Source: an optimization exercise on an open RTL-to-GDS flow (aim: small area and a short achievable clock period). Production flows keep margins and buffers that such runs may drop. The RTL was checked by simulation tests, not by an equivalence proof against the original design. Power is estimated from default activity; no workload was simulated.

`flow/design.v`:
```
`default_nettype none
`timescale 1ns/1ps
package gmii_rx_pkg;
        typedef logic [9-1:0] frame_word_t;
        typedef logic [19-1:0]   rx_ts_t;
        typedef logic [0:0]                 port_id_t;
        typedef enum logic [2:0] {
                RD_IDLE    = 3'd0,
                RD_HEAD    = 3'd1,
                RD_TRAN    = 3'd2,
                RD_DISCARD = 3'd3,
                RD_UFLOW   = 3'd4
        } rd_state_e;
        typedef enum logic {
                MG_IDLE = 1'b0,
                MG_HOLD = 1'b1
        } mg_state_e;
        typedef struct packed {
                logic        wr;
                frame_word_t word;
                rx_ts_t      ts;
                logic        tail;
                logic        underflow;
        } rx_beat_s;
        typedef struct packed {
                port_id_t port;
                rx_beat_s beat;
        } mrg_beat_s;
endpackage
`default_nettype wire
`timescale 1ns/1ps
`default_nettype none
module gmii_rx_top
(
        input  wire logic       i_clk,
        input  wire logic       i_rst_n,
        input  wire logic [7:0] i_rxd0,
        input  wire logic       i_rx_dv0,
        input  wire logic [7:0] i_rxd1,
        input  wire logic       i_rx_dv1,
        input  wire logic [18:0] i_timer,
        output logic            o_port,
        output logic            o_wr,
        output logic [8:0]      o_word,
        output logic [18:0]     o_ts,
        output logic            o_tail,
        output logic            o_underflow
);
        logic [1:0] dv;
        logic [7:0] rxd [2];
        assign dv     = {i_rx_dv1, i_rx_dv0};
        assign rxd[0] = i_rxd0;
        assign rxd[1] = i_rxd1;
        logic [1:0] bcnt [2];
        logic [7:0] hold [2];
        logic [1:0] wr;
        logic [1:0] wmark;
        logic [8:0] mem0 [64];
        logic [8:0] mem1 [64];
        logic [6:0] wptr [2];
        logic [6:0] rptr [2];
        logic [1:0] empty;
        logic [7:0] rlo [2];
        logic [7:0] rhi [2];
        logic [7:0] rlon [2];
        logic [1:0] rd;
        logic [1:0] st_idle, st_head, st_tran, st_disc;
        logic [1:0] dly [2];
        logic [1:0] vld;
        logic [1:0] rmark;
        logic [7:0] rdata;
        logic [1:0] req, grant;
        logic       mg_hold, cur, prio;
        logic       b_wr, b_head, b_tail, b_uflow;
        logic [7:0] b_data;
        logic [18:0] timer_d;
        genvar p;
        generate
                for (p = 0; p < 2; p++) begin : g_port
                        always_ff @(posedge i_clk or negedge i_rst_n) begin
                                if (!i_rst_n) begin
                                        bcnt[p] <= 2'd0;
                                end else if (!dv[p]) begin
                                        bcnt[p] <= 2'd0;
                                end else if (!bcnt[p][1]) begin
                                        bcnt[p] <= bcnt[p] + 2'd1;
                                end
                        end
                        always_ff @(posedge i_clk) begin
                                hold[p] <= rxd[p];
                        end
                        assign wr[p]    = bcnt[p][1] | (bcnt[p][0] & dv[p]);
                        assign wmark[p] = bcnt[p][0] | !dv[p];
                        logic eq_w, eq_r;
                        assign eq_w = (7'(wptr[p] + 7'd1) == rptr[p]);
                        assign eq_r = (wptr[p] == 7'(rptr[p] + 7'd1));
                        always_ff @(posedge i_clk or negedge i_rst_n) begin
                                if (!i_rst_n) begin
                                        wptr[p]  <= '0;
                                        rptr[p]  <= '0;
                                        empty[p] <= 1'b1;
                                        rlo[p]   <= 8'd1;
                                        rlon[p]  <= 8'hfe;
                                        rhi[p]   <= 8'd1;
                                end else begin
                                        if (wr[p]) wptr[p] <= wptr[p] + 7'd1;
                                        if (rd[p]) rptr[p] <= rptr[p] + 7'd1;
                                        if (rd[p]) rlo[p] <= {rlo[p][6:0], rlo[p][7]};
                                        if (rd[p]) rlon[p] <= {rlon[p][6:0], rlon[p][7]};
                                        if (rd[p] && rlo[p][7]) rhi[p] <= {rhi[p][6:0], rhi[p][7]};
                                        if (rd[p]) empty[p] <= !wr[p] && eq_r;
                                        else if (wr[p]) empty[p] <= eq_w;
                                end
                        end
                        assign req[p] = st_idle[p] && !empty[p];
                        always_comb begin
                                rd[p] = 1'b0;
                                if (st_idle[p]) rd[p] = grant[p] && !empty[p] && dly[p][1];
                                if (st_head[p]) rd[p] = !empty[p];
                                if (st_tran[p] || st_disc[p]) rd[p] = !empty[p] && !(vld[p] && rmark[p]);
                        end
                        always_ff @(posedge i_clk or negedge i_rst_n) begin
                                if (!i_rst_n) begin
                                        st_idle[p] <= 1'b1;
                                        st_head[p] <= 1'b0;
                                        st_tran[p] <= 1'b0;
                                        st_disc[p] <= 1'b0;
                                        dly[p]     <= 2'd0;
                                        vld[p]     <= 1'b0;
                                end else begin
                                        vld[p] <= rd[p];
                                        if (st_idle[p]) begin
                                                if (grant[p] && !empty[p]) begin
                                                        if (dly[p][1]) begin
                                                                dly[p]     <= 2'd0;
                                                                st_idle[p] <= 1'b0;
                                                                st_head[p] <= 1'b1;
                                                        end else begin
                                                                dly[p] <= dly[p] + 2'd1;
                                                        end
                                                end else begin
                                                        dly[p] <= 2'd0;
                                                end
                                        end
                                        if (st_head[p]) begin
                                                st_head[p] <= 1'b0;
                                                if (vld[p] && rmark[p]) st_tran[p] <= 1'b1;
                                                else st_disc[p] <= 1'b1;
                                        end
                                        if (st_tran[p]) begin
                                                if (!vld[p]) begin
                                                        st_tran[p] <= 1'b0;
                                                        st_disc[p] <= 1'b1;
                                                end else if (rmark[p]) begin
                                                        st_tran[p] <= 1'b0;
                                                        st_idle[p] <= 1'b1;
                                                end
                                        end
                                        if (st_disc[p]) begin
                                                if (vld[p] && rmark[p]) begin
                                                        st_disc[p] <= 1'b0;
                                                        st_idle[p] <= 1'b1;
                                                end
                                        end
                                end
                        end
                end
        endgenerate
        always_ff @(posedge i_clk) begin
                if (wr[0]) mem0[wptr[0][5:0]] <= {wmark[0], hold[0]};
                if (wr[1]) mem1[wptr[1][5:0]] <= {wmark[1], hold[1]};
        end
        logic [8:0] grp0 [8];
        logic [8:0] grp1 [8];
        logic [8:0] rd_w0, rd_w1;
        logic [7:0] rd_d;
        always_comb begin
                for (int h = 0; h < 8; h++) begin
                        grp0[h] = '0;
                        grp1[h] = '0;
                        for (int l = 0; l < 8; l++) begin
                                grp0[h] = grp0[h] | (mem0[8*h+l] & {{4{!rlon[0][l]}}, {5{rlo[0][l]}}});
                                grp1[h] = grp1[h] | (mem1[8*h+l] & {{4{!rlon[1][l]}}, {5{rlo[1][l]}}});
                        end
                end
                rd_w0 = '0;
                rd_w1 = '0;
                rd_d  = '0;
                for (int h = 0; h < 8; h++) begin
                        rd_w0 = rd_w0 | (grp0[h] & {9{rhi[0][h]}});
                        rd_w1 = rd_w1 | (grp1[h] & {9{rhi[1][h]}});
                        rd_d  = rd_d | (grp0[h][7:0] & {8{rhi[0][h] & !cur}})
                                     | (grp1[h][7:0] & {8{rhi[1][h] & cur}});
                end
        end
        always_ff @(posedge i_clk) begin
                rmark[0] <= rd_w0[8];
                rmark[1] <= rd_w1[8];
                rdata    <= rd_d;
                b_data   <= rdata;
                timer_d  <= i_timer;
        end
        logic [1:0] e_head, e_body, e_tail, e_uflow;
        assign e_head  = st_head & vld & rmark;
        assign e_uflow = st_tran & ~vld;
        assign e_tail  = st_tran & vld & rmark;
        assign e_body  = st_tran & vld & ~rmark;
        always_ff @(posedge i_clk or negedge i_rst_n) begin
                if (!i_rst_n) begin
                        b_wr    <= 1'b0;
                        b_head  <= 1'b0;
                        b_tail  <= 1'b0;
                        b_uflow <= 1'b0;
                end else begin
                        b_wr    <= |(e_head | e_body | e_tail | e_uflow);
                        b_head  <= |e_head;
                        b_tail  <= |e_tail;
                        b_uflow <= |e_uflow;
                end
        end
        assign grant[0] = mg_hold && !cur;
        assign grant[1] = mg_hold && cur;
        always_ff @(posedge i_clk or negedge i_rst_n) begin
                if (!i_rst_n) begin
                        mg_hold     <= 1'b0;
                        cur         <= 1'b0;
                        prio        <= 1'b0;
                        o_port      <= 1'b0;
                        o_wr        <= 1'b0;
                        o_word      <= '0;
                        o_ts        <= '0;
                        o_tail      <= 1'b0;
                        o_underflow <= 1'b0;
                end else begin
                        if (!mg_hold) begin
                                if (req[0] || req[1]) begin
                                        mg_hold <= 1'b1;
                                        cur     <= (req[0] && req[1]) ? prio : req[1];
                                end
                        end else if (b_tail || b_uflow) begin
                                mg_hold <= 1'b0;
                                prio    <= !cur;
                        end
                        o_port      <= b_wr && cur;
                        o_wr        <= b_wr;
                        o_word[8]   <= b_head || b_tail || b_uflow;
                        o_word[7:0] <= (b_wr && !b_uflow) ? b_data : 8'd0;
                        o_ts        <= b_head ? timer_d : 19'd0;
                        o_tail      <= b_tail;
                        o_underflow <= b_uflow;
                end
        end
endmodule
`default_nettype wire
```
`flow/run.sh`:
```
#!/bin/bash
# synth_recipe.tcl (not shown) runs the flow's synth.tcl, then flattens the netlist and writes it again
# the make line also repeats each setting of config.mk as NAME=value (left out here)
make -C /OpenROAD-flow-scripts/flow DESIGN_CONFIG=/design/flow/config.mk WORK_HOME=/design/flow/orfs CLKGATE_MAP_FILE= SYNTH_SCRIPT=/design/flow/synth_recipe.tcl finish
```
`flow/config.mk`:
```
export PLATFORM = sky130hd
export DESIGN_NAME = gmii_rx_top
export DESIGN_NICKNAME = gmii_rx_top
export VERILOG_FILES = /design/flow/design.v
export SDC_FILE = /design/flow/constraint.sdc
export NUM_CORES = 4
export LEC_CHECK = 0
export CAP_MARGIN = 20
export CORE_MARGIN = 2
export CORE_UTILIZATION = 45
export CTS_CLUSTER_DIAMETER = 100
export CTS_CLUSTER_SIZE = 24
export SETUP_SLACK_MARGIN = 2.0
export SLEW_MARGIN = 20
```
`flow/constraint.sdc`:
```
create_clock -name core_clock -period 4.0 [get_ports {i_clk}]
set_input_delay 0.8000 -clock core_clock [delete_from_list [all_inputs] [get_ports {i_clk}]]
set_output_delay 0.8000 -clock core_clock [all_outputs]
set_load 0.01 [all_outputs]
```
==> impl_metrics.tcl, run 1 <==
set metrics [dict create \
    p_leak_nw 17.9 \
    synthFlopType "edfxtp_1" \
    layout_commonest_cell "edfxtp_1" \
    ys_top_cells_by_area "edfxtp_1, a22oi_1, dfrtp_1" \
    die_area_um2 111000 \
    switching_share 0.248 \
    coreArea_um2 107000 \
    cts_buffers 67 \
    fp.dieH_um 334 \
    cts.reportedPaths.clkPinSlew_ps 100 \
    crit_path_end_kind "flip-flop" \
    arrival_ps 2900 \
    drive_gt1_frac 0.285 \
    yosys.area.top_type "edfxtp_1" \
    outcome "complete, no violations" \
    drc 0 \
    slew_headroom 0.218 \
    wire_per_inst_um 34.2 \
    drt_iter0_drc 4629 \
    combPwrFrac 0.085 \
    cts_hold_buffers 0 \
    finalSetupViolCount 0 \
    via_count 29700 \
    slowest_delay_ps 680 \
    start_kind "flip-flop" \
    gp_congestion 0.883 \
    crit_slowest_cell "dfstp_4" \
    clockPowerShare 0.297 \
    setup_tns_ps 0 \
    fill_cells 8090 \
    rsz0062_at_grt "true" \
    worst-path-max-fanout 5 \
    required_ps 4530 \
    cts-root-buf "clkbuf_16" \
    cts_tree "built" \
    netlist_area_um2 48900 \
    layout_common_cells "edfxtp_1, a22oi_1, a22oi_2" \
    fin_crit_ps 2370 \
    r2r_start "rlon[1][2]" \
    synth_top_family_by_area "compound AO/OA/AOI/OAI gates" \
    wirelength_um 154000 \
    max_cap_viol_count 0 \
    ys_seq_area_frac 0.799 \
    ant_nets 0 \
    grt_pass1_wl_um 214000 \
    cts.sinks 1340 \
    die_x_um 334 \
    worst-setup-path-type "flip-flop to flip-flop" \
    portBuffers 70 \
    synth.distinct_cells 68 \
    max_slew.worst_pin.slew_ps 1170 \
    via_per_inst 6.60 \
    synth_xor_xnor_area_share 0.00949 \
    dr.pass1.iters 6 \
    fin_crit_sh 0.593 \
    clock_latency_ps 680 \
    yosys.area.top_type_share 0.708 \
    worstPathCellList "inv_12 > a22oi_2 > nand4_1 > a2111oi_4 > buf_4 > nand2_4" \
    grt_overflow 0 \
    p_per_area_nw_per_um2 448 \
    grt_pass1_vias 28600 \
    max_freq_ghz 0.422 \
    p_sw_w 0.00650 \
    slew_viol_final 0 \
    holdWs_ps 154 \
    grt_antenna_before_repair 3 \
    grt_max_degree 69 \
    crit_family "compound AO/OA/AOI/OAI gates" \
    syn_inst 2855 \
    area_delta_synth_final_pct 19.6 \
    htree_levels 3 \
    fin_skew_ps 36.9 \
    grt.total_usage 0.270 \
    antenna_cells 0 \
    start_util 0.455 \
    synth_compound_area_frac 0.123 \
    cp-startpoint "rlon[1][2]" \
    nets 3091 \
    dp_hpwl_um 89000 \
    hold_path_class "input pin to asynchronous set/reset pin" \
    seqPwrFrac 0.619 \
    synth_edf_count 1152 \
    rows 120 \
    yosys_warnings 12 \
    synth_fp_nets 2898 \
    synth_fa_ha_area_frac 0.00102 \
    synthMuxAreaShare 0.00527 \
    path_buf_inv 2 \
    avgSynthCellArea_um2 17.1 \
    cts_buffer_depth 3 \
    power.internal_w 0.0197 \
    async_flop_share 0.101 \
    hold_violations 0 \
    io_pins 71 \
    yosys.area_share.simple 0.0443 \
    synth-seq-cells 1340 \
    peakVddDrop_mv 0.289 \
]
sequential cells by signal, summed over array words and instances (netlist names), 4 cells and up, named ones only:
signal   flops
o_word       9
o_ts        19
rdata        8
wptr        14
rhi         16
dly          4
rlon        16
timer_d     19
bcnt         4
hold        16
mem1       576
b_data       8
mem0       576
rlo         16
rptr        14
layer usage:
layer,global-route usage,part of all wire
met5,0,0.000084
met4,0.104,0.038
met3,0.0705,0.12
met2,0.398,0.45
met1,0.385,0.40
area by class of cell:
| class | count | area (µm²) | area share |
|---|---|---|---|
| Clock buffer | 114 | 1900 | 0.0324 |
| Multi-Input combinational cell | 1308 | 12200 | 0.209 |
| Timing Repair Buffer | 288 | 2990 | 0.0512 |
| Inverter | 39 | 249 | 0.00426 |
| Tap cell | 1403 | 1760 | 0.0300 |
| Timing Repair inverter | 4 | 35.0 | 0.000599 |
| Sequential cell | 1340 | 39200 | 0.670 |
| Clock inverter | 9 | 120 | 0.00205 |
cells by family after synthesis:
family / Yosys count
AOI/OAI and AO/OA: 781
buffers and inverters: 213
DFF: 1340
muxes: 21
xor gates and xnor gates: 53
and+or+nand+nor: 443
adders and majority gates: 4
power by group through the flow:
stage / Clock, W / Combinational (W) / Sequential [W]
floorplan: 0 / 0.00125 / 0.0161
global placement: 0 / 0.00163 / 0.0165
detailed placement: 0 / 0.00165 / 0.0165
CTS: 0.00783 / 0.00196 / 0.0162
global route: 0.00832 / 0.00231 / 0.0162
finish: 0.00778 / 0.00221 / 0.0162
final timing paths:
path                              end  slack (ps)  cells after the start
hold / removal             st_disc[1]         150                      1
min in group core_clock     b_data[0]         390                      0
setup reg to reg             rmark[1]        1630                      6
hold reg to reg             b_data[0]         390                      0
setup / recovery             rmark[1]        1630                      6
max in group asynchronous   rhi[1][0]        3140                      2
what timing repair did:
item	in CTS	in global routing
resized for setup	562	135
buffers inserted	86	51
setup endpoints to repair	1233	376
cloned	6	7
pin swaps	84	80
cells in the mapped netlist (all sizes together) (31+ instances only):
master  instances
a22oi         577
dfrtp         113
xnor2          36
and2           31
inv            39
edfxtp       1152
nor4           38
nand2         125
clkbuf        148
a41oi         141
nor2          139
dfxtp          53
worst reg2reg max path, stage by stage, from the launching register on:
cell and delay, ps:
dfstp_4 680, inv_12 60, a22oi_2 260, nand4_1 400, a2111oi_4 590, buf_4 200, nand2_4 70
metrics by stage:
stage | setup WS (ps) | cell area (µm²) | power [W] | instances | util
final | 1630 | 58500 | 0.0262 | 4505 | 0.545
after CTS | 1810 | 57000 | 0.0260 | 4447 | 0.531
after floorplan | 1800 | 49500 | 0.0173 | 2855 | -
after detailed placement | 675 | 51900 | 0.0181 | 4232 | 0.484
after global placement | 725 | 51900 | 0.0181 | 4232 | 0.484
after global routing | 1710 | 58500 | 0.0269 | 4505 | 0.545
==> run 2: changes to the inputs <==
--- a/flow/design.v
+++ b/flow/design.v
@@ -60,2 +60,4 @@
         logic [6:0] wptr [2];
+        logic [7:0] wlo [2];
+        logic [7:0] whi [2];
         logic [6:0] rptr [2];
@@ -99,2 +101,4 @@
                                         wptr[p]  <= '0;
+                                        wlo[p]   <= 8'd1;
+                                        whi[p]   <= 8'd1;
                                         rptr[p]  <= '0;
@@ -106,2 +110,4 @@
                                         if (wr[p]) wptr[p] <= wptr[p] + 7'd1;
+                                        if (wr[p]) wlo[p] <= {wlo[p][6:0], wlo[p][7]};
+                                        if (wr[p] && wlo[p][7]) whi[p] <= {whi[p][6:0], whi[p][7]};
                                         if (rd[p]) rptr[p] <= rptr[p] + 7'd1;
@@ -169,4 +175,6 @@
         always_ff @(posedge i_clk) begin
-                if (wr[0]) mem0[wptr[0][5:0]] <= {wmark[0], hold[0]};
-                if (wr[1]) mem1[wptr[1][5:0]] <= {wmark[1], hold[1]};
+                for (int i = 0; i < 64; i++) begin
+                        if (wr[0] && wlo[0][i % 8] && whi[0][i / 8]) mem0[i] <= {wmark[0], hold[0]};
+                        if (wr[1] && wlo[1][i % 8] && whi[1][i / 8]) mem1[i] <= {wmark[1], hold[1]};
+                end
         end
==> run 2 against run 1 <==
Against the previous run:
- combinational power decreased by 65%
- clock-buffer cell count grew 5
- non-clock buffer count fell by 2
- maximum frequency is 2.7% lower
- final area grew 0.90%
- clock power increased by 3.7%
- worst setup slack worse by 67 ps
- sequential cell count up 32
- power decreased by 5.2%
- first-iteration DRC count is 3.0% lower
- sequential share of layout area rose by 0.74 points
==> impl_metrics.tcl, run 2 <==
set metrics [dict create \
    dp_hpwl_um 91300 \
    p_leak_nw 19.3 \
    worst-path-max-fanout 8 \
    synthFlopType "edfxtp_1" \
    cts_buffers 68 \
    synth_xor_xnor_area_share 0.00914 \
    slew_viol_final 0 \
    rows 122 \
    max_freq_ghz 0.410 \
    ys_seq_area_frac 0.800 \
    wire_per_inst_um 34.4 \
    r2r_start "rlon[1][3]" \
    netlist_top_cells_count "edfxtp_1, a22oi_1, a41oi_1, dfrtp_1, clkbuf_1" \
    yosys.area.top_type_share 0.694 \
    max_slew.worst_pin.slew_ps 995 \
    gp_congestion 0.909 \
    peakVddDrop_mv 0.341 \
    clock_latency_ps 670 \
    grt_pass1_wl_um 220000 \
    arrival_ps 2970 \
    finalSetupViolCount 0 \
    hold_path_class "input pin to asynchronous set/reset pin" \
    synth_most_common_cell "edfxtp_1" \
    wirelength_um 158000 \
    grt_max_degree 81 \
    crit_slowest_cell "dfstp_2" \
    async_flop_share 0.122 \
    nets 3094 \
    layout_common_cells "edfxtp_1, a22oi_1, a22oi_2" \
    ys_top_cells_by_area "edfxtp_1, a22oi_1, dfrtp_1" \
    setup_tns_ps 0 \
    crit_path_end_kind "flip-flop" \
    ant_nets 0 \
    yosys.area.top_type "edfxtp_1" \
    placed_area_um2 52600 \
    max_cap_viol_count 0 \
    outcome "complete, no violations" \
    slew_headroom 0.336 \
    io_pins 71 \
    power_w 0.0248 \
    avgSynthCellArea_um2 17.4 \
    synth_compound_area_frac 0.123 \
    synth_fa_ha_area_frac 0.00100 \
    die_x_um 337 \
    coreArea_um2 110000 \
    hold_violations 0 \
    grt.total_usage 0.274 \
    start_util 0.452 \
    r2r_cells 6 \
    synth.distinct_cells 53 \
    fp.dieH_um 337 \
    drt_iter0_drc 4489 \
    reg2reg_slack_ps 1560 \
    fin_crit_ps 2440 \
    holdWs_ps 154 \
    layout_commonest_cell "edfxtp_1" \
    place_ws_ps 716 \
    grt_pass1_vias 29000 \
    htree_levels 3 \
    worst-setup-path-type "flip-flop to flip-flop" \
    portBuffers 70 \
    fin_crit_sh 0.610 \
    synth_top_family_by_area "compound AO/OA/AOI/OAI gates" \
    cts_tree "built" \
    synth_fp_nets 2905 \
    synthMuxAreaShare 0.00768 \
    rsz0062_at_grt "true" \
    slowest_delay_ps 570 \
    via_per_inst 6.57 \
    start_kind "flip-flop" \
    setup_ws_ps 1560 \
    synth-seq-cells 1372 \
    via_count 30200 \
    regToRegEndpoint "rdata[7]" \
    grt_overflow 0 \
    netlist_area_um2 49800 \
    drive_gt1_frac 0.277 \
    cts.sinks 1372 \
    required_ps 4530 \
    p_per_area_nw_per_um2 421 \
    fin_skew_ps 32.6 \
    die_area_um2 113000 \
    cts-root-buf "clkbuf_16" \
    syn_inst 2862 \
    design_area_um2 59000 \
    grt_antenna_before_repair 5 \
    drc 0 \
    synth_edf_count 1152 \
    yosys.area_share.simple 0.0437 \
    area_delta_synth_final_pct 18.4 \
    yosys_warnings 16 \
    dr.pass1.iters 6 \
    cts_buffer_depth 3 \
    worstPathCellList "clkinvlp_4 > buf_12 > a22oi_2 > a41oi_2 > nor4_4 > nand4_1" \
    cts.reportedPaths.clkPinSlew_ps 90 \
]
-- run 2: cell count changes in the layout (fill, tap and decap cells not counted), sizes merged, moves of 9 or more --
cell      delta
mux2        +15
nand3        -9
nor2b        -9
and3       +122
clkbuf       +9
clkinvlp    +19
a21o        +22
nor2       -124
dfrtp       +28
nand2       -21
inv         -25
-- run 2: logic make-up after synthesis --
family | count (synthesis)
compound gates | 797
xor+xnor | 52
fa+ha+maj | 4
buf+inv | 208
flops | 1372
mux | 35
simple gates | 394
-- run 2: worst max path at each step --
stage	start	end	slack [ps]	cells past startpoint
final	rlon[1][3]	rdata[7]	1560	6
after CTS	rlon[1][3]	rdata[6]	1630	7
after global placement	rlon[1][2]	rdata[7]	700	5
after floorplan	i_rx_dv1	mem1[10][0]	2010	4
after detailed placement	rlon[1][2]	rdata[6]	720	6
after global routing	rlon[0][0]	rdata[6]	1560	7
-- run 2: layout make-up --
| class | count | area (µm²) |
|---|---|---|
| Clock inverter | 5 | 98.8 |
| Antenna cell | 6 | 15.0 |
| Timing Repair Buffer | 286 | 3090 |
| Multi-Input combinational cell | 1284 | 11700 |
| Tap cell | 1488 | 1860 |
| Timing Repair inverter | 3 | 22.5 |
| Sequential cell | 1372 | 40000 |
| Inverter | 36 | 191 |
| Fill cell | 8541 | 51200 |
| Clock buffer | 119 | 2010 |
-- run 2: critical path, delay by kind of cell (launching register included) --
family / cells / cell delay [ps]
simple gates: 2 / 760
compound gates: 2 / 470
buf+inv: 2 / 480
flops: 1 / 570
-- run 2: timing repair --
action	4_1_cts	5_1_grt
hold buffers	0	0
resized for setup	474	187
setup endpoints to repair	1034	398
cloned	8	6
pin swaps	83	91
setup buffers	111	21
-- run 2: metrics by stage --
stage | std cells | utilization
floorplan | 2862 | -
global placement | 4323 | 0.477
detailed placement | 4323 | 0.477
CTS | 4566 | 0.523
global route | 4594 | 0.535
finish | 4599 | 0.535
-- run 2: report_power, final --
| group | switching, W | total (W) | leakage [nW] | internal (W) |
|---|---|---|---|---|
| clock | 0.00445 | 0.00807 | 1.00 | 0.00361 |
| combinational | 0.000489 | 0.000778 | 5.33 | 0.000289 |
| sequential | 0.000361 | 0.0160 | 13.0 | 0.0156 |
| total | 0.00530 | 0.0248 | 19.3 | 0.0195 |
-- run 2: metal layers --
layer  up-vias  GRT usage  wire length (µm)
met2      2098      0.419             71900
met1     15700      0.383             59900
met5         -          0                 0
met4         0      0.107              6800
li1      12100          -                 -
met3       345     0.0630             19700
==> run 3: changes to the inputs <==
--- a/flow/design.v
+++ b/flow/design.v
@@ -57,2 +57,6 @@
         logic [1:0] wmark;
+        logic [1:0] pw;
+        logic [8:0] pd [2];
+        logic [5:0] pa [2];
+        logic [1:0] byp;
         logic [8:0] mem0 [64];
@@ -60,4 +64,2 @@
         logic [6:0] wptr [2];
-        logic [7:0] wlo [2];
-        logic [7:0] whi [2];
         logic [6:0] rptr [2];
@@ -92,3 +94,13 @@
                                 hold[p] <= rxd[p];
-                        end
+                                pd[p]   <= {wmark[p], hold[p]};
+                                pa[p]   <= wptr[p][5:0];
+                        end
+                        always_ff @(posedge i_clk or negedge i_rst_n) begin
+                                if (!i_rst_n) begin
+                                        pw[p] <= 1'b0;
+                                end else begin
+                                        pw[p] <= wr[p];
+                                end
+                        end
+                        assign byp[p] = pw[p] && (rptr[p][5:0] == pa[p]);
                         assign wr[p]    = bcnt[p][1] | (bcnt[p][0] & dv[p]);
@@ -101,4 +113,2 @@
                                         wptr[p]  <= '0;
-                                        wlo[p]   <= 8'd1;
-                                        whi[p]   <= 8'd1;
                                         rptr[p]  <= '0;
@@ -110,4 +120,2 @@
                                         if (wr[p]) wptr[p] <= wptr[p] + 7'd1;
-                                        if (wr[p]) wlo[p] <= {wlo[p][6:0], wlo[p][7]};
-                                        if (wr[p] && wlo[p][7]) whi[p] <= {whi[p][6:0], whi[p][7]};
                                         if (rd[p]) rptr[p] <= rptr[p] + 7'd1;
@@ -175,6 +183,4 @@
         always_ff @(posedge i_clk) begin
-                for (int i = 0; i < 64; i++) begin
-                        if (wr[0] && wlo[0][i % 8] && whi[0][i / 8]) mem0[i] <= {wmark[0], hold[0]};
-                        if (wr[1] && wlo[1][i % 8] && whi[1][i / 8]) mem1[i] <= {wmark[1], hold[1]};
-                end
+                if (pw[0]) mem0[pa[0]] <= pd[0];
+                if (pw[1]) mem1[pa[1]] <= pd[1];
         end
@@ -197,7 +203,10 @@
                 for (int h = 0; h < 8; h++) begin
-                        rd_w0 = rd_w0 | (grp0[h] & {9{rhi[0][h]}});
-                        rd_w1 = rd_w1 | (grp1[h] & {9{rhi[1][h]}});
-                        rd_d  = rd_d | (grp0[h][7:0] & {8{rhi[0][h] & !cur}})
-                                     | (grp1[h][7:0] & {8{rhi[1][h] & cur}});
-                end
+                        rd_w0 = rd_w0 | (grp0[h] & {9{rhi[0][h] & !byp[0]}});
+                        rd_w1 = rd_w1 | (grp1[h] & {9{rhi[1][h] & !byp[1]}});
+                        rd_d  = rd_d | (grp0[h][7:0] & {8{rhi[0][h] & !byp[0] & !cur}})
+                                     | (grp1[h][7:0] & {8{rhi[1][h] & !byp[1] & cur}});
+                end
+                rd_w0 = rd_w0 | (pd[0] & {9{byp[0]}});
+                rd_w1 = rd_w1 | (pd[1] & {9{byp[1]}});
+                rd_d  = rd_d | (pd[0][7:0] & {8{byp[0] & !cur}}) | (pd[1][7:0] & {8{byp[1] & cur}});
         end
==> run 3 against run 2 <==
Against the previous run:
- combinational power grew 130%
- sequential power grew 4%
- global-route usage decreased by 0.97 points
- maximum frequency decreased by 7.1%
- clock skew increased by 25 ps
- critical endpoint is now rdata[2]
==> impl_metrics.tcl, run 3 <==
set metrics [dict create \
    outcome "complete, no violations" \
    setup_tns_ps 0 \
    fin_crit_ps 2620 \
    synth_xor_xnor_area_share 0.0124 \
    coreArea_um2 109000 \
    worst-setup-path-type "flip-flop to flip-flop" \
    fin_crit_sh 0.656 \
    synth_compound_area_frac 0.118 \
    worst-path-max-fanout 5 \
    wirelength_um 154000 \
    yosys_warnings 14 \
    nets 3287 \
    grt_pass1_vias 28700 \
    cts_tree "built" \
    clock_latency_ps 700 \
    ys_top_cells_by_area "edfxtp_1, a22oi_1, dfrtp_1" \
    dp_hpwl_um 87100 \
    finalSetupViolCount 0 \
    start_kind "flip-flop" \
    area_delta_synth_final_pct 19.3 \
    hold_path_class "input pin to asynchronous set/reset pin" \
    portBuffers 70 \
    ant_nets 0 \
    yosys.area.top_type_share 0.697 \
    yosys.area.top_type "edfxtp_1" \
    crit_slowest_cell "a222oi_1" \
    grt_overflow 0 \
    arrival_ps 3210 \
    gp_congestion 0.882 \
    dr.pass1.iters 6 \
    yosys.area_share.simple 0.0466 \
    synth_fp_nets 2975 \
    rows 121 \
    p_leak_nw 19.1 \
    async_flop_share 0.0999 \
    peakVddDrop_mv 0.336 \
    synth.distinct_cells 67 \
    via_count 30500 \
    via_per_inst 6.37 \
    drt_iter0_drc 4816 \
    cts.reportedPaths.clkPinSlew_ps 100 \
    grt.total_usage 0.264 \
    max_slew.worst_pin.slew_ps 1000 \
    die_area_um2 113000 \
    drive_gt1_frac 0.249 \
    required_ps 4590 \
    cts.sinks 1372 \
    io_pins 71 \
    p_per_area_nw_per_um2 446 \
    slew_viol_final 0 \
    fin_skew_ps 57.4 \
    place_ws_ps 817 \
    synth_fa_ha_area_frac 0.00101 \
    die_x_um 336 \
    synth_edf_count 1152 \
    power_w 0.0264 \
    max_cap_viol_count 0 \
    cts-root-buf "clkbuf_16" \
    avgSynthCellArea_um2 16.9 \
    grt_pass1_wl_um 213000 \
    synth_top_family_by_area "compound AO/OA/AOI/OAI gates" \
    grt_max_degree 66 \
    cts_buffers 68 \
    setup_ws_ps 1380 \
    crit_path_end_kind "flip-flop" \
    start_util 0.455 \
    synth_most_common_cell "edfxtp_1" \
    ys_seq_area_frac 0.800 \
    layout_common_cells "edfxtp_1, a22oi_1, buf_4" \
    hold_violations 0 \
    drc 0 \
    wire_per_inst_um 32.2 \
    netlist_top_cells_count "edfxtp_1, a22oi_1, nor2_1" \
    slowest_delay_ps 750 \
    fp.dieH_um 336 \
    synthFlopType "edfxtp_1" \
    syn_inst 2932 \
    r2r_start "rlo[1][7]" \
    max_freq_ghz 0.381 \
    synthMuxAreaShare 0.00640 \
    htree_levels 3 \
    cp-startpoint "rlo[1][7]" \
    cts_buffer_depth 3 \
    worstPathCellList "buf_12 > a22oi_2 > nand4_1 > a222oi_1 > a21oi_2 > or4_1" \
    synth-seq-cells 1372 \
    netlist_area_um2 49600 \
    layout_commonest_cell "edfxtp_1" \
    slew_headroom 0.332 \
    rsz0062_at_grt "true" \
    grt_antenna_before_repair 5 \
]
[run 3: changes by cell type in the layout (fill, tap and decap cells not counted), moves of 23 or more]
cell	delta
dfrtp_1	-30
a22oi_2	-74
and3_2	-107
dfxtp_2	+23
nand2_1	-25
buf_12	+24
a41oi_2	-49
a22oi_1	+74
nor2_1	+56
buf_4	+88
nand4_1	+75
nor2_4	+67
[run 3: power by group]
part	internal (W)	switching (W)
Clock	0.00340	0.00454
Combinational	0.000569	0.00125
Sequential	0.0160	0.000651
[run 3: kinds of logic (layout without fill, tap and decap cells)]
kind of cell	count (synthesis)	after routing
DFF	1372	1372
muxes	29	29
xor gates and xnor gates	70	70
and+or+nand+nor	468	468
adders and majority gates	4	4
AOI/OAI and AO/OA	786	786
other	0	2
buffers and inverters	203	571
[run 3: worst paths after layout]
path	end	slack, ps	depth (start not counted)
max reg2reg	rdata[2]	1380	6
min in group core_clock	pd[0][2]	330	0
max in group asynchronous	rlo[1][0]	3040	2
min	o_word[2]	50	1
min reg2reg	pd[0][2]	330	0
max	rdata[2]	1380	6
[run 3: what timing repair did]
item,CTS,global route
pin swaps,76,109
gates resized for setup,509,183
cloned,8,4
buffers inserted,105,79
hold endpoints to repair,0,0
hold buffers,0,0
setup endpoints to repair,915,703
[run 3: routing by layer]
| layer | part of all wire | GRT usage | vias to the layer above |
|---|---|---|---|
| li1 | - | - | 12500 |
| met2 | 0.44 | 0.392 | 1958 |
| met4 | 0.037 | 0.0848 | 2 |
| met5 | 0.000084 | 0 | - |
| met1 | 0.39 | 0.379 | 15700 |
| met3 | 0.13 | 0.0735 | 313 |
[run 3: metrics by stage]
step | hold slack, ps | instance area, µm² | util | instances
2_1_floorplan | 310 | 49700 | - | 2932
3_3_place_gp | 311 | 52700 | 0.482 | 4454
3_5_place_dp | 312 | 52700 | 0.482 | 4454
4_1_cts | 73.9 | 57400 | 0.525 | 4693
5_1_grt | 86.5 | 59200 | 0.543 | 4776
6_report | 52.7 | 59200 | 0.543 | 4778
[run 3: critical path, delay by kind of cell, from the launching register on]
kind            cells  cell delay, ps
flops               1             560
buf+inv             1             160
simple gates        2             690
compound gates      3            1100
[run 3: cell type report]
cell class / count / area, µm²
Antenna cell: 2 / 5.00
Clock buffer: 117 / 1930
Clock inverter: 9 / 153
Fill cell: 8432 / 49900
Inverter: 44 / 300
Multi-Input combinational cell: 1357 / 10900
Sequential cell: 1372 / 39800
Tap cell: 1476 / 1850
Timing Repair Buffer: 395 / 4260
Timing Repair inverter: 6 / 62.6
==> run 4: changes to the inputs <==
--- a/flow/design.v
+++ b/flow/design.v
@@ -68,3 +68,2 @@
         logic [7:0] rhi [2];
-        logic [7:0] rlon [2];
         logic [1:0] rd;
@@ -116,3 +115,2 @@
                                         rlo[p]   <= 8'd1;
-                                        rlon[p]  <= 8'hfe;
                                         rhi[p]   <= 8'd1;
@@ -122,3 +120,2 @@
                                         if (rd[p]) rlo[p] <= {rlo[p][6:0], rlo[p][7]};
-                                        if (rd[p]) rlon[p] <= {rlon[p][6:0], rlon[p][7]};
                                         if (rd[p] && rlo[p][7]) rhi[p] <= {rhi[p][6:0], rhi[p][7]};
@@ -195,4 +192,4 @@
                         for (int l = 0; l < 8; l++) begin
-                                grp0[h] = grp0[h] | (mem0[8*h+l] & {{4{!rlon[0][l]}}, {5{rlo[0][l]}}});
-                                grp1[h] = grp1[h] | (mem1[8*h+l] & {{4{!rlon[1][l]}}, {5{rlo[1][l]}}});
+                                grp0[h] = grp0[h] | (mem0[8*h+l] & {9{rlo[0][l]}});
+                                grp1[h] = grp1[h] | (mem1[8*h+l] & {9{rlo[1][l]}});
                         end
==> run 4 against run 3 <==
Against the previous run:
- highest routed layer unchanged
- combinational power about the same
- critical path depth unchanged
- clock-buffer cell count decreased by 7
- maximum frequency grew 0.53%
- utilization shrank 1.3 points
- worst setup slack gained 14 ps
- final area down 2.8%
- non-clock buffer count shrank 44
- via count is 5.2% lower
- routed wire length shrank 11%
==> impl_metrics.tcl, run 4 <==
set metrics [dict create \
    outcome "complete, no violations" \
    area_delta_synth_final_pct 17.0 \
    yosys.area_share.simple 0.0555 \
    power_w 0.0260 \
    rsz0062_at_grt "true" \
    grt_antenna_before_repair 5 \
    synthFlopType "edfxtp_1" \
    max_freq_ghz 0.383 \
    syn_inst 2887 \
    synth_fa_ha_area_frac 0.00102 \
    p_per_area_nw_per_um2 451 \
    async_flop_share 0.0892 \
    ant_nets 0 \
    start_util 0.453 \
    synth_xor_xnor_area_share 0.0115 \
    htree_levels 3 \
    finalSetupViolCount 0 \
    dr.pass1.iters 5 \
    via_per_inst 6.29 \
    fin_crit_ps 2610 \
    netlist_top_cells_count "edfxtp_1, a22oi_1, nor2_1" \
    cts_buffer_depth 3 \
    netlist_area_um2 49200 \
    cts.reportedPaths.clkPinSlew_ps 100 \
    grt_pass1_wl_um 198000 \
    required_ps 4550 \
    hold_path_class "flip-flop to flip-flop" \
    cts_tree "built" \
    hold_violations 0 \
    grt_overflow 0 \
    grt_pass1_vias 28100 \
    synth_compound_area_frac 0.110 \
    start_kind "flip-flop" \
    synth_edf_count 1152 \
    portBuffers 70 \
    die_x_um 335 \
    drt_iter0_drc 3801 \
    crit_path_end_kind "flip-flop" \
    layout_commonest_cell "edfxtp_1" \
    wire_per_inst_um 30.0 \
    max_cap_viol_count 0 \
    dp_hpwl_um 78200 \
    synthMuxAreaShare 0.00610 \
    synth_most_common_cell "edfxtp_1" \
    coreArea_um2 109000 \
    ys_seq_area_frac 0.799 \
    yosys.area.top_type_share 0.703 \
    die_area_um2 112000 \
    worst-setup-path-type "flip-flop to flip-flop" \
    fin_util 0.530 \
    cts.sinks 1356 \
    cts_buffers 67 \
    via_count 28900 \
    drc 0 \
    max_slew.worst_pin.slew_ps 1060 \
    synth.distinct_cells 73 \
    layout_common_cells "edfxtp_1, a22oi_1, buf_4" \
    nets 3172 \
    synth_top_family_by_area "compound AO/OA/AOI/OAI gates" \
    setup_tns_ps 0 \
    arrival_ps 3160 \
    drive_gt1_frac 0.219 \
    gp_congestion 0.829 \
    fin_skew_ps 42.0 \
    clock_latency_ps 670 \
    slew_viol_final 0 \
    avgSynthCellArea_um2 17.0 \
    cts-root-buf "clkbuf_16" \
    fp.dieH_um 335 \
    ys_top_cells_by_area "edfxtp_1, a22oi_1, dfrtp_1" \
    yosys_warnings 13 \
    worst-path-max-fanout 4 \
    synth_fp_nets 2930 \
    yosys.area.top_type "edfxtp_1" \
    wirelength_um 138000 \
    synth-seq-cells 1356 \
    peakVddDrop_mv 0.348 \
    slew_headroom 0.291 \
    grt_max_degree 89 \
    p_leak_nw 18.3 \
    grt.total_usage 0.242 \
    fin_crit_sh 0.653 \
    rows 121 \
    io_pins 71 \
]
-- run 4: logic make-up after synthesis --
logic type	after synthesis
AO/OA/AOI/OAI	717
multiplexers	27
AND/OR/NAND/NOR	529
flip-flops	1356
buffers and inverters	191
XOR/XNOR	63
adder cells (fa/ha/maj)	4
-- run 4: worst paths after layout --
path | depth (start not counted) | endpoint | from | slack, ps
worst max-delay path | 6 | rdata[7] | rlo[1][1] | 1390
min in group asynchronous | 2 | rhi[0][3] | i_rst_n | 580
worst max register to register | 6 | rdata[7] | rlo[1][1] | 1390
worst min register to register | 0 | pd[1][3] | hold[1][3] | 330
worst min-delay path | 0 | pd[1][3] | hold[1][3] | 330
max in group asynchronous | 4 | o_ts[1] | i_rst_n | 2350
-- run 4: what timing repair did --
item | CTS | global route
hold buffers | 0 | 1
pin swaps | 94 | 66
gates resized for setup | 433 | 149
endpoints found under the setup margin | 1020 | 1038
buffers inserted | 121 | 47
gates cloned | 9 | 0
hold endpoints to repair | 0 | 2
-- run 4: power breakdown --
part / internal (W) / leakage (nW) / switching, W
Sequential: 0.0159 / 12.6 / 0.000622
Combinational: 0.000579 / 4.75 / 0.00125
Clock: 0.00332 / 0.940 / 0.00433
Total: 0.0198 / 18.3 / 0.00620
-- run 4: worst max-delay path: stages, from the launching register on --
cell	delay, ps
dfrtp_4	580
buf_12	160
a22oi_1	200
nand4_1	290
a222oi_1	710
a21oi_1	170
a2111o_1	380
-- run 4: routing by layer --
layer	global-route usage	vias to the layer above	routed length [µm]	part of all wire
li1	-	12100	-	-
met2	0.390	1483	66500	0.48
met3	0.0401	205	12100	0.088
met5	0	-	13	0.000094
met4	0.0759	2	3860	0.028
met1	0.337	15100	55200	0.40
-- run 4: cell type report --
type / count / area, µm²
multi-input cells: 1340 / 10400
inverters: 13 / 58.8
flip-flops and latches: 1356 / 39400
fillers: 8530 / 51100
well taps: 1414 / 1770
repair buffers: 351 / 3940
clock inverters: 6 / 62.6
clock buffers: 110 / 1900
diodes: 1 / 2.50
-- run 4: per-stage QoR --
stage               worst slack, ps  hold WS (ps)  instances  cell area (µm²)
detailed placement             1110           312       4295            51800
finish                         1390           331       4591            57600
global placement               1110           310       4295            51800
floorplan                      2030           310       2887            49200
global route                   1430           334       4590            57600
CTS                            1420           274       4541            56300
==> run 5: changes to the inputs <==
--- a/flow/design.v
+++ b/flow/design.v
@@ -57,10 +57,6 @@
         logic [1:0] wmark;
-        logic [1:0] pw;
-        logic [8:0] pd [2];
-        logic [5:0] pa [2];
-        logic [1:0] byp;
         logic [8:0] mem0 [64];
         logic [8:0] mem1 [64];
-        logic [6:0] wptr [2];
-        logic [6:0] rptr [2];
+        logic [5:0] wptr [2];
+        logic [6:0] fill [2];
         logic [1:0] empty;
@@ -93,13 +89,3 @@
                                 hold[p] <= rxd[p];
-                                pd[p]   <= {wmark[p], hold[p]};
-                                pa[p]   <= wptr[p][5:0];
-                        end
-                        always_ff @(posedge i_clk or negedge i_rst_n) begin
-                                if (!i_rst_n) begin
-                                        pw[p] <= 1'b0;
-                                end else begin
-                                        pw[p] <= wr[p];
-                                end
-                        end
-                        assign byp[p] = pw[p] && (rptr[p][5:0] == pa[p]);
+                        end
                         assign wr[p]    = bcnt[p][1] | (bcnt[p][0] & dv[p]);
@@ -107,4 +93,4 @@
                         logic eq_w, eq_r;
-                        assign eq_w = (7'(wptr[p] + 7'd1) == rptr[p]);
-                        assign eq_r = (wptr[p] == 7'(rptr[p] + 7'd1));
+                        assign eq_w = (fill[p] == 7'd127);
+                        assign eq_r = (fill[p] == 7'd1);
                         always_ff @(posedge i_clk or negedge i_rst_n) begin
@@ -112,3 +98,3 @@
                                         wptr[p]  <= '0;
-                                        rptr[p]  <= '0;
+                                        fill[p]  <= '0;
                                         empty[p] <= 1'b1;
@@ -117,4 +103,5 @@
                                 end else begin
-                                        if (wr[p]) wptr[p] <= wptr[p] + 7'd1;
-                                        if (rd[p]) rptr[p] <= rptr[p] + 7'd1;
+                                        if (wr[p]) wptr[p] <= wptr[p] + 6'd1;
+                                        if (wr[p] && !rd[p]) fill[p] <= fill[p] + 7'd1;
+                                        else if (rd[p] && !wr[p]) fill[p] <= fill[p] - 7'd1;
                                         if (rd[p]) rlo[p] <= {rlo[p][6:0], rlo[p][7]};
@@ -180,4 +167,4 @@
         always_ff @(posedge i_clk) begin
-                if (pw[0]) mem0[pa[0]] <= pd[0];
-                if (pw[1]) mem1[pa[1]] <= pd[1];
+                if (wr[0]) mem0[wptr[0]] <= {wmark[0], hold[0]};
+                if (wr[1]) mem1[wptr[1]] <= {wmark[1], hold[1]};
         end
@@ -200,10 +187,7 @@
                 for (int h = 0; h < 8; h++) begin
-                        rd_w0 = rd_w0 | (grp0[h] & {9{rhi[0][h] & !byp[0]}});
-                        rd_w1 = rd_w1 | (grp1[h] & {9{rhi[1][h] & !byp[1]}});
-                        rd_d  = rd_d | (grp0[h][7:0] & {8{rhi[0][h] & !byp[0] & !cur}})
-                                     | (grp1[h][7:0] & {8{rhi[1][h] & !byp[1] & cur}});
-                end
-                rd_w0 = rd_w0 | (pd[0] & {9{byp[0]}});
-                rd_w1 = rd_w1 | (pd[1] & {9{byp[1]}});
-                rd_d  = rd_d | (pd[0][7:0] & {8{byp[0] & !cur}}) | (pd[1][7:0] & {8{byp[1] & cur}});
+                        rd_w0 = rd_w0 | (grp0[h] & {9{rhi[0][h]}});
+                        rd_w1 = rd_w1 | (grp1[h] & {9{rhi[1][h]}});
+                        rd_d  = rd_d | (grp0[h][7:0] & {8{rhi[0][h] & !cur}})
+                                     | (grp1[h][7:0] & {8{rhi[1][h] & cur}});
+                end
         end
==> run 5 against run 4 <==
Against the previous run:
- still clean on timing, DRC and antenna
- worst setup slack better by 280 ps
- critical path depth down 1
- combinational power up 5%
- final area down 1.9%
- routed wire length about the same
- clock skew down 8.5 ps
- maximum frequency up 12%
- largest cell class unchanged
- highest routed layer unchanged
==> impl_metrics.tcl, run 5 <==
set metrics [dict create \
    crit_end "rdata[7]" \
    netlist_area_um2 47700 \
    power.internal_w 0.0191 \
    async_flop_share 0.0885 \
    grt.total_usage 0.250 \
    wire_per_inst_um 32.0 \
    combPwrFrac 0.076 \
    cts_buffers 61 \
    max_slew.worst_pin.slew_ps 999 \
    rsz0062_at_grt "true" \
    grt_pass1_wl_um 195000 \
    drt_iter0_drc 4011 \
    slowest_delay_ps 570 \
    cts-root-buf "clkbuf_16" \
    drc 0 \
    worst-path-max-fanout 20 \
    synth_edf_count 1152 \
    coreArea_um2 105000 \
    p_sw_w 0.00607 \
    die_x_um 329 \
    crit_family "simple AND/OR/NAND/NOR gates" \
    cts.sinks 1322 \
    drive_gt1_frac 0.273 \
    slew_viol_final 0 \
    max_freq_ghz 0.429 \
    max_cap_viol_count 0 \
    hold_violations 0 \
    yosys.area.top_type_share 0.726 \
    antenna_cells 0 \
    ys_seq_area_frac 0.810 \
    worst-setup-path-type "flip-flop to flip-flop" \
    clock_latency_ps 700 \
    grt_overflow 0 \
    cts_tree "built" \
    r2r_cells 5 \
    cts_buffer_depth 3 \
    crit_path_end_kind "flip-flop" \
    cts_hold_buffers 0 \
    via_per_inst 6.39 \
    portBuffers 70 \
    start_kind "flip-flop" \
    layout_common_cells "edfxtp_1, a22oi_1, a22oi_2" \
    yosys_warnings 11 \
    io_pins 71 \
    synth_fp_nets 2734 \
    p_per_area_nw_per_um2 446 \
    regToRegEndpoint "rdata[7]" \
    clockPowerShare 0.285 \
    cp.depth 5 \
    switching_share 0.241 \
    fin_crit_ps 2330 \
    seqPwrFrac 0.639 \
    fp.dieH_um 329 \
    finalSetupViolCount 0 \
    power_w 0.0252 \
    slew_headroom 0.334 \
    netlist_top_cells_count "edfxtp_1, a22oi_1, nor2_1" \
    gp_congestion 0.906 \
    outcome "complete, no violations" \
    grt_pass1_vias 26800 \
    cp-startpoint "rlo[0][7]" \
    htree_levels 2 \
    synth_most_common_cell "edfxtp_1" \
    setup_ws_ps 1670 \
    grt_antenna_before_repair 3 \
    rows 119 \
    required_ps 4530 \
    hold_path_class "input pin to asynchronous set/reset pin" \
    peakVddDrop_mv 0.364 \
    path_buf_inv 1 \
    dr.pass1.iters 8 \
    layout_commonest_cell "edfxtp_1" \
    grt_max_degree 118 \
    cts.reportedPaths.clkPinSlew_ps 90 \
    wirelength_um 138000 \
    arrival_ps 2860 \
    via_count 27500 \
    crit_slowest_cell "dfrtp_4" \
    fin_crit_sh 0.583 \
    ys_top_cells_by_area "edfxtp_1, a22oi_1, dfrtp_1" \
    avgSynthCellArea_um2 17.8 \
    reg2reg_slack_ps 1670 \
    dp_cells 4064 \
    dp_hpwl_um 78700 \
    holdWs_ps 206 \
    r2r_start "rlo[0][7]" \
    setup_tns_ps 0 \
    fin_cells 4304 \
    synth.distinct_cells 58 \
    worstPathCellList "buf_4 > a22oi_1 > a41oi_1 > nor4_4 > nand4_1" \
    synthFlopType "edfxtp_1" \
    fin_skew_ps 33.5 \
    nets 2911 \
    area_delta_synth_final_pct 18.5 \
    place_ws_ps 628 \
    start_util 0.453 \
    synth-seq-cells 1322 \
    ant_nets 0 \
    yosys.area.top_type "edfxtp_1" \
    syn_inst 2683 \
    p_leak_nw 16.4 \
    die_area_um2 109000 \
]
==> run 5: changes by cell type after synthesis, sizes merged, moves of 16 or more <==
| cell | delta |
|---|---|
| clkbuf | +34 |
| nand3 | -16 |
| dfxtp | -30 |
| xnor2 | -29 |
| a41oi | +121 |
| a22oi | -34 |
| nor4 | +31 |
| nand4 | -125 |
| buf | -51 |
| nand2 | -42 |
==> run 5: repair_timing <==
item                       in CTS  in global routing
setup endpoints to repair    1205                700
pin swaps                      77                 66
buffers inserted               96                 14
resized for setup             340                187
cloned                         12                  2
hold endpoints to repair        0                  0
==> run 5: worst register-to-register path, stage by stage (launching register included) <==
cell and delay, ps:
dfrtp_4 570, buf_4 250, a22oi_1 260, a41oi_1 420, nor4_4 530, nand4_1 160
==> run 5: per-stage QoR <==
step,util,area [µm²]
final,0.537,56500
after global routing,0.537,56500
after CTS,0.526,55300
after detailed placement,0.487,51200
after global placement,0.487,51200
after floorplan,-,48600
==> run 5: final cells by class <==
| cell class | count | area (µm²) |
|---|---|---|
| flip-flops and latches | 1322 | 38700 |
| repair buffers | 261 | 2750 |
| clock buffers | 114 | 1790 |
| multi-input cells | 1203 | 11400 |
| well taps | 1391 | 1740 |
| clock inverters | 2 | 28.8 |
| fillers | 8145 | 48600 |
| inverters | 11 | 47.5 |
==> run 5: how the worst min path moves through the flow <==
stage | from | endpoint | slack [ps] | depth (start not counted)
final | i_rst_n | fill[0][5] | 210 | 2
after global routing | i_rst_n | fill[0][1] | 250 | 2
after CTS | i_rst_n | o_ts[8] | 230 | 2
after detailed placement | rdata[6] | b_data[6] | 320 | 0
after global placement | rdata[6] | b_data[6] | 310 | 0
after floorplan | rdata[0] | b_data[0] | 310 | 0
==> run 5: metal layers <==
metal  global-route usage  wire, µm  vias up
met5                    0        22        -
met4               0.0885      5630        4
met3               0.0576     13800      302
met2                0.398     65000     1656
met1                0.340     53200    14100
li1                     -         -    11400
==> run 5: power by group through the flow <==
stage | clock (W) | combinational, W | sequential (W)
3_5_place_dp | 0 | 0.00159 | 0.0164
2_1_floorplan | 0 | 0.00116 | 0.0161
6_report | 0.00718 | 0.00192 | 0.0161
4_1_cts | 0.00728 | 0.00183 | 0.0161
5_1_grt | 0.00775 | 0.00203 | 0.0162
3_3_place_gp | 0 | 0.00156 | 0.0164
==> run 5: cells by family after synthesis <==
| kind of cell | share of synthesized area |
|---|---|
| xor+xnor | 0.00441 |
| simple gates | 0.0386 |
| compound gates | 0.123 |
| buf+inv | 0.0138 |
| fa+ha+maj | 0.00315 |
| mux | 0.00774 |
| flops | 0.810 |
==> run 6: changes to the inputs <==
--- a/flow/config.mk
+++ b/flow/config.mk
@@ -12,3 +12,3 @@
 export CTS_CLUSTER_SIZE = 24
-export SETUP_SLACK_MARGIN = 2.0
+export SETUP_SLACK_MARGIN = 2.15
 export SLEW_MARGIN = 20
==> run 6 against run 5 <==
Against the previous run:
- clock power is essentially flat
- clock skew hardly changed
- highest routed layer is now met4
- largest cell class unchanged
- largest power group unchanged
- routed wire length up 4.6%
==> impl_metrics.tcl, run 6 <==
set metrics [dict create \
    grt_antenna_before_repair 3 \
    synth-seq-cells 1322 \
    worst-setup-path-type "flip-flop to flip-flop" \
    wirelength_um 144000 \
    setup_tns_ps 0 \
    grt_overflow 0 \
    cts.sinks 1322 \
    area_delta_synth_final_pct 21.0 \
    placed_area_um2 51300 \
    gp_congestion 0.869 \
    max_slew.worst_pin.slew_ps 1040 \
    via_count 28200 \
    layout_commonest_cell "edfxtp_1" \
    syn_inst 2683 \
    layout_common_cells "edfxtp_1, a22oi_1, nor2_4" \
    fp.dieH_um 329 \
    cts_buffers 61 \
    grt.total_usage 0.258 \
    hold_violations 0 \
    yosys_warnings 11 \
    cts.reportedPaths.clkPinSlew_ps 100 \
    nets 2957 \
    die_x_um 329 \
    yosys.area.top_type "edfxtp_1" \
    cts_tree "built" \
    dr.pass1.iters 6 \
    synth.distinct_cells 58 \
    slew_headroom 0.304 \
    max_cap_viol_count 0 \
    die_area_um2 109000 \
    via_per_inst 6.47 \
    synth_fp_nets 2734 \
    fill_cells 8033 \
    hold_path_class "input pin to asynchronous set/reset pin" \
    avgSynthCellArea_um2 17.8 \
    coreArea_um2 105000 \
    dp_hpwl_um 80200 \
    synthFlopType "edfxtp_1" \
    clock_latency_ps 720 \
    fin_skew_ps 33.4 \
    crit_path_end_kind "flip-flop" \
    yosys.area.top_type_share 0.726 \
    worst-path-max-fanout 11 \
    reg2reg_slack_ps 1620 \
    ant_nets 0 \
    wire_per_inst_um 33.1 \
    ys_top_cells_by_area "edfxtp_1, a22oi_1, dfrtp_1" \
    htree_levels 2 \
    async_flop_share 0.0885 \
    p_per_area_nw_per_um2 443 \
    netlist_area_um2 47700 \
    slew_viol_final 0 \
    arrival_ps 2890 \
    start_kind "flip-flop" \
    grt_pass1_wl_um 201000 \
    cts-root-buf "clkbuf_16" \
    power_w 0.0256 \
    fin_crit_sh 0.594 \
    rows 119 \
    netlist_top_cells_count "edfxtp_1, a22oi_1, nor2_1" \
    peakVddDrop_mv 0.355 \
    ys_seq_area_frac 0.810 \
    drc 0 \
    drt_iter0_drc 4558 \
    drive_gt1_frac 0.302 \
    max_freq_ghz 0.421 \
    finalSetupViolCount 0 \
    portBuffers 70 \
    grt_pass1_vias 27100 \
    grt_max_degree 82 \
    rsz0062_at_grt "true" \
    io_pins 71 \
    synth_edf_count 1152 \
    required_ps 4520 \
    outcome "complete, no violations" \
    p_leak_nw 16.7 \
    start_util 0.453 \
    design_area_um2 57700 \
    cts_buffer_depth 3 \
    fin_crit_ps 2380 \
    synth_most_common_cell "edfxtp_1" \
]
==> run 6: cell count changes in the layout (fill, tap and decap cells not counted), moves of 10 or more <==
cell / previous run / this run
buf_6: 23 / 45
a22oi_1: 457 / 434
a41oi_2: 57 / 71
nor2_1: 35 / 13
nor2_4: 110 / 156
buf_4: 122 / 112
a22oi_2: 128 / 151
==> run 6: cells by family (layout without fill, tap and decap cells) <==
logic type               count (synthesis)  in the layout  share of synthesized area
AO/OA/AOI/OAI                          760            760                      0.123
AND/OR/NAND/NOR                        360            395                     0.0386
XOR/XNOR                                24             24                    0.00441
flip-flops                            1322           1322                      0.810
other                                    0              2                          0
multiplexers                            33             33                    0.00774
buffers and inverters                  172            413                     0.0138
adder cells (fa/ha/maj)                 12             12                    0.00315
==> run 6: final timing paths <==
check                          start   endpoint  cells after the start
max reg2reg                rlo[1][6]   rdata[0]                      6
min                          i_rst_n  dly[1][1]                      1
max in group asynchronous    i_rst_n  rhi[1][0]                      2
min reg2reg                 rdata[6]  b_data[6]                      0
max                        rlo[1][6]   rdata[0]                      6
min in group core_clock     rdata[6]  b_data[6]                      0
==> run 6: what timing repair did <==
action | 4_1_cts | 5_1_grt
pin swaps | 91 | 151
hold buffers | 0 | 0
gates cloned | 18 | 24
setup endpoints to repair | 1234 | 877
buffers inserted | 105 | 44
resized for setup | 383 | 223
==> run 6: area by class of cell <==
type | count | area (µm²) | area share
well taps | 1391 | 1740 | 0.0302
repair buffers | 286 | 3280 | 0.0569
clock buffers | 111 | 1710 | 0.0297
clock inverters | 5 | 66.3 | 0.00115
multi-input cells | 1224 | 12100 | 0.210
flip-flops and latches | 1322 | 38700 | 0.671
inverters | 11 | 47.5 | 0.000824
diodes | 2 | 5.00 | 0.0000868
==> run 6: layer usage <==
metal / share of wire / global-route usage / vias up
met2: 0.46 / 0.392 / 1723
met1: 0.40 / 0.381 / 14700
met5: 0 / 0 / -
met3: 0.11 / 0.0504 / 207
li1: - / - / 11500
met4: 0.029 / 0.0752 / 0
==> run 6: through the flow <==
stage	instances	hold slack, ps	util	worst slack, ps
final	4352	140	0.549	1620
after global routing	4350	195	0.549	1670
after CTS	4282	141	0.531	1740
after detailed placement	4043	322	0.488	623
after global placement	4043	321	0.488	685
after floorplan	2683	310	-	1760
==> run 6: worst max-delay path: stages (launching register included) <==
cell and delay, ps:
dfrtp_4 580, buf_4 250, a22oi_1 350, a41oi_2 260
nor4_1 300, buf_4 190, nand4_1 230
==> run 6: report_power, final <==
part / total [W] / leakage, nW / internal (W) / switching (W)
Clock: 0.00718 / 0.843 / 0.00294 / 0.00424
Combinational: 0.00224 / 3.50 / 0.000687 / 0.00155
Sequential: 0.0161 / 12.3 / 0.0155 / 0.000645
Total: 0.0256 / 16.7 / 0.0191 / 0.00644
==> run 7: changes to the inputs <==
--- a/flow/config.mk
+++ b/flow/config.mk
@@ -12,3 +12,3 @@
 export CTS_CLUSTER_SIZE = 24
-export SETUP_SLACK_MARGIN = 2.15
+export SETUP_SLACK_MARGIN = 1.9
 export SLEW_MARGIN = 20
==> run 7 against run 6 <==
Against the previous run:
- worst setup slack improved by 78 ps
- largest power group unchanged
- via count down 0.66%
- still clean on timing, DRC and antenna
- routed wire length fell by 2.6%
- register-to-register slack better by 80 ps
- clock skew is 6.3 ps higher
- combinational power fell by 17%
- sequential share of layout area up 1.3 points
- clock power shrank 1%
- sequential power is essentially flat
==> impl_metrics.tcl, run 7 <==
set metrics [dict create \
    outcome "complete, no violations" \
    cts_buffer_depth 3 \
    crit_path_end_kind "flip-flop" \
    clock_latency_ps 710 \
    p_sw_w 0.00610 \
    fp.dieH_um 329 \
    die_x_um 329 \
    switching_share 0.243 \
    grt_max_degree 102 \
    max_slew.worst_pin.slew_ps 1030 \
    combPwrFrac 0.074 \
    fin_crit_sh 0.575 \
    start_util 0.453 \
    slew_viol_final 0 \
    grt_pass1_wl_um 197000 \
    worst-setup-path-type "flip-flop to flip-flop" \
    power.internal_w 0.0190 \
    yosys.area.top_type "edfxtp_1" \
    fin_skew_ps 39.7 \
    drt_iter0_drc 3989 \
    layout_common_cells "edfxtp_1, a22oi_1, a22oi_2" \
    synth_edf_count 1152 \
    synth-seq-cells 1322 \
    cts_tree "built" \
    io_pins 71 \
    regArea_um2 38700 \
    hold_path_class "input pin to asynchronous set/reset pin" \
    cts.reportedPaths.clkPinSlew_ps 100 \
    cts.sinks 1322 \
    drive_gt1_frac 0.280 \
    fill_cells 8101 \
    cp-startpoint "rlo[1][6]" \
    synth_fp_nets 2734 \
    yosys.area.top_type_share 0.726 \
    clockPowerShare 0.283 \
    cts_buffers 61 \
    cts-root-buf "clkbuf_16" \
    grt.total_usage 0.254 \
    antenna_cells 0 \
    synthFlopType "edfxtp_1" \
    portBuffers 70 \
    gp_congestion 0.946 \
    netlist_area_um2 47700 \
    multi_input_area_um2 11600 \
    max_freq_ghz 0.435 \
    async_flop_share 0.0885 \
    grt_overflow 0 \
    arrival_ps 2860 \
    yosys_warnings 11 \
    seqPwrFrac 0.643 \
    max_cap_viol_count 0 \
    wirelength_um 140000 \
    required_ps 4560 \
    finalSetupViolCount 0 \
    slew_headroom 0.316 \
    setup_tns_ps 0 \
    rows 119 \
    dp_hpwl_um 78300 \
    dr.pass1.iters 7 \
    fin_crit_ps 2300 \
    wire_per_inst_um 32.5 \
    area_delta_synth_final_pct 18.7 \
    holdWs_ps 208 \
    drc 0 \
    synth.distinct_cells 58 \
    ys_top_cells_by_area "edfxtp_1, a22oi_1, dfrtp_1" \
    avgSynthCellArea_um2 17.8 \
    nets 2917 \
    start_kind "flip-flop" \
    via_per_inst 6.50 \
    p_per_area_nw_per_um2 443 \
    syn_inst 2683 \
    netlist_top_cells_count "edfxtp_1, a22oi_1, nor2_1" \
    die_area_um2 109000 \
    grt_pass1_vias 26700 \
    rsz0062_at_grt "true" \
    ys_seq_area_frac 0.810 \
    ant_nets 0 \
    worst-path-max-fanout 8 \
    hold_violations 0 \
    p_leak_nw 16.5 \
    layout_commonest_cell "edfxtp_1" \
    via_count 28000 \
    coreArea_um2 105000 \
    synth_most_common_cell "edfxtp_1" \
    peakVddDrop_mv 0.440 \
    htree_levels 2 \
    r2r_start "rlo[1][6]" \
    grt_antenna_before_repair 0 \
]
## run 7: cell counts after synthesis
No cell type changed its count.
## run 7: cells by family after synthesis
kind of cell             after synthesis  synth area share
flip-flops                          1322             0.810
buffers and inverters                172            0.0138
XOR/XNOR                              24           0.00441
adder cells (fa/ha/maj)               12           0.00315
AO/OA/AOI/OAI                        760             0.123
multiplexers                          33           0.00774
AND/OR/NAND/NOR                      360            0.0386
## run 7: layout make-up
| type | count | share of cell area |
|---|---|---|
| Clock buffer | 110 | 0.0302 |
| Inverter | 11 | 0.000729 |
| Tap cell | 1391 | 0.0307 |
| Clock inverter | 4 | 0.000796 |
| Sequential cell | 1322 | 0.684 |
| Timing Repair Buffer | 253 | 0.0490 |
| Multi-Input combinational cell | 1217 | 0.204 |
## run 7: path summary, 6_finish.rpt
kind	to	slack, ps	cells past startpoint
worst max-delay path	rdata[7]	1700	5
worst min-delay path	o_ts[5]	210	1
worst max register to register	rdata[7]	1700	5
worst min register to register	b_data[3]	340	0
max in group asynchronous	rhi[0][0]	2800	2
min in group core_clock	b_data[3]	340	0
## run 7: power groups by stage
stage | clock network [W] | logic, W | registers [W]
2_1_floorplan | 0 | 0.00108 | 0.0161
3_3_place_gp | 0 | 0.00147 | 0.0164
3_5_place_dp | 0 | 0.00149 | 0.0164
4_1_cts | 0.00719 | 0.00171 | 0.0161
5_1_grt | 0.00764 | 0.00196 | 0.0162
6_report | 0.00710 | 0.00186 | 0.0161
## run 7: stage by stage
| stage | power [W] | setup WS, ps | std cells | area, µm² | util |
|---|---|---|---|---|---|
| 2_1_floorplan | 0.0172 | 1760 | 2683 | 48400 | - |
| 6_report | 0.0251 | 1700 | 4308 | 56600 | 0.538 |
| 4_1_cts | 0.0250 | 1720 | 4275 | 55700 | 0.530 |
| 5_1_grt | 0.0258 | 1770 | 4308 | 56600 | 0.538 |
| 3_5_place_dp | 0.0179 | 619 | 4048 | 50900 | 0.484 |
| 3_3_place_gp | 0.0179 | 724 | 4048 | 50900 | 0.484 |
## run 7: repair_timing
item	4_1_cts	5_1_grt
setup buffers	101	15
cloned	12	18
resized for setup	443	121
pin swaps	119	76
setup endpoints to repair	1210	624
hold buffers	0	0
## run 7: metal layers
layer | up-vias | track usage | routed length, µm
li1 | 11400 | - | -
met1 | 14500 | 0.376 | 57100
met2 | 1833 | 0.381 | 63100
met3 | 266 | 0.0442 | 14400
met4 | 0 | 0.0896 | 5580
met5 | - | 0 | 0
## run 7: worst max-delay path, cell delays in order (launching register included)
cell and delay [ps]:
dfrtp_4 610, buf_12 190, a22oi_1 280, a41oi_2 360
nor4_4 510, nand4_1 190

## static timing again, ports no longer ideal
The flow's constraints put no driver on any port. The routed layouts listed below were extracted and timed again, unchanged, in two steps. Step 1 (the two cells are an assumption about what drives the block):
set clk [get_ports {i_clk}]
set_driving_cell -lib_cell sky130_fd_sc_hd__clkbuf_16 $clk
set_driving_cell -lib_cell sky130_fd_sc_hd__buf_2 [delete_from_list [all_inputs] $clk]
Step 2 times the ports against the registers' clock, not the clock port: input delays grow and output delays shrink by t, the midpoint of the rising clock arrivals with the driver on. a / b / c = no drivers / after step 1 / after step 2; a / b = the first two.
run	t, ns	slack for setup (ns)	latest minus earliest clock arrival (ns)	worst register clock-pin slew, ns
run 1	0.730	1.629 / 1.629 / 1.397	0.038 / 0.039	0.10 / 0.10
run 2	0.735	1.562 / 1.562 / 1.474	0.040 / 0.040	0.10 / 0.10
run 3	0.750	1.376 / 1.376 / 1.376	0.061 / 0.061	0.10 / 0.10
run 4	0.716	1.389 / 1.389 / 1.389	0.049 / 0.049	0.10 / 0.10
run 5	0.752	1.668 / 1.668 / 1.329	0.034 / 0.034	0.10 / 0.10
run 6	0.768	1.623 / 1.623 / 1.445	0.039 / 0.039	0.10 / 0.10
run 7	0.770	1.701 / 1.701 / 1.133	0.041 / 0.041	0.10 / 0.10
After both steps every run listed still meets setup and hold. The setup slack of run 7, which loses most, moves by 0.000 ns with the drivers and by -0.568 ns with both steps.
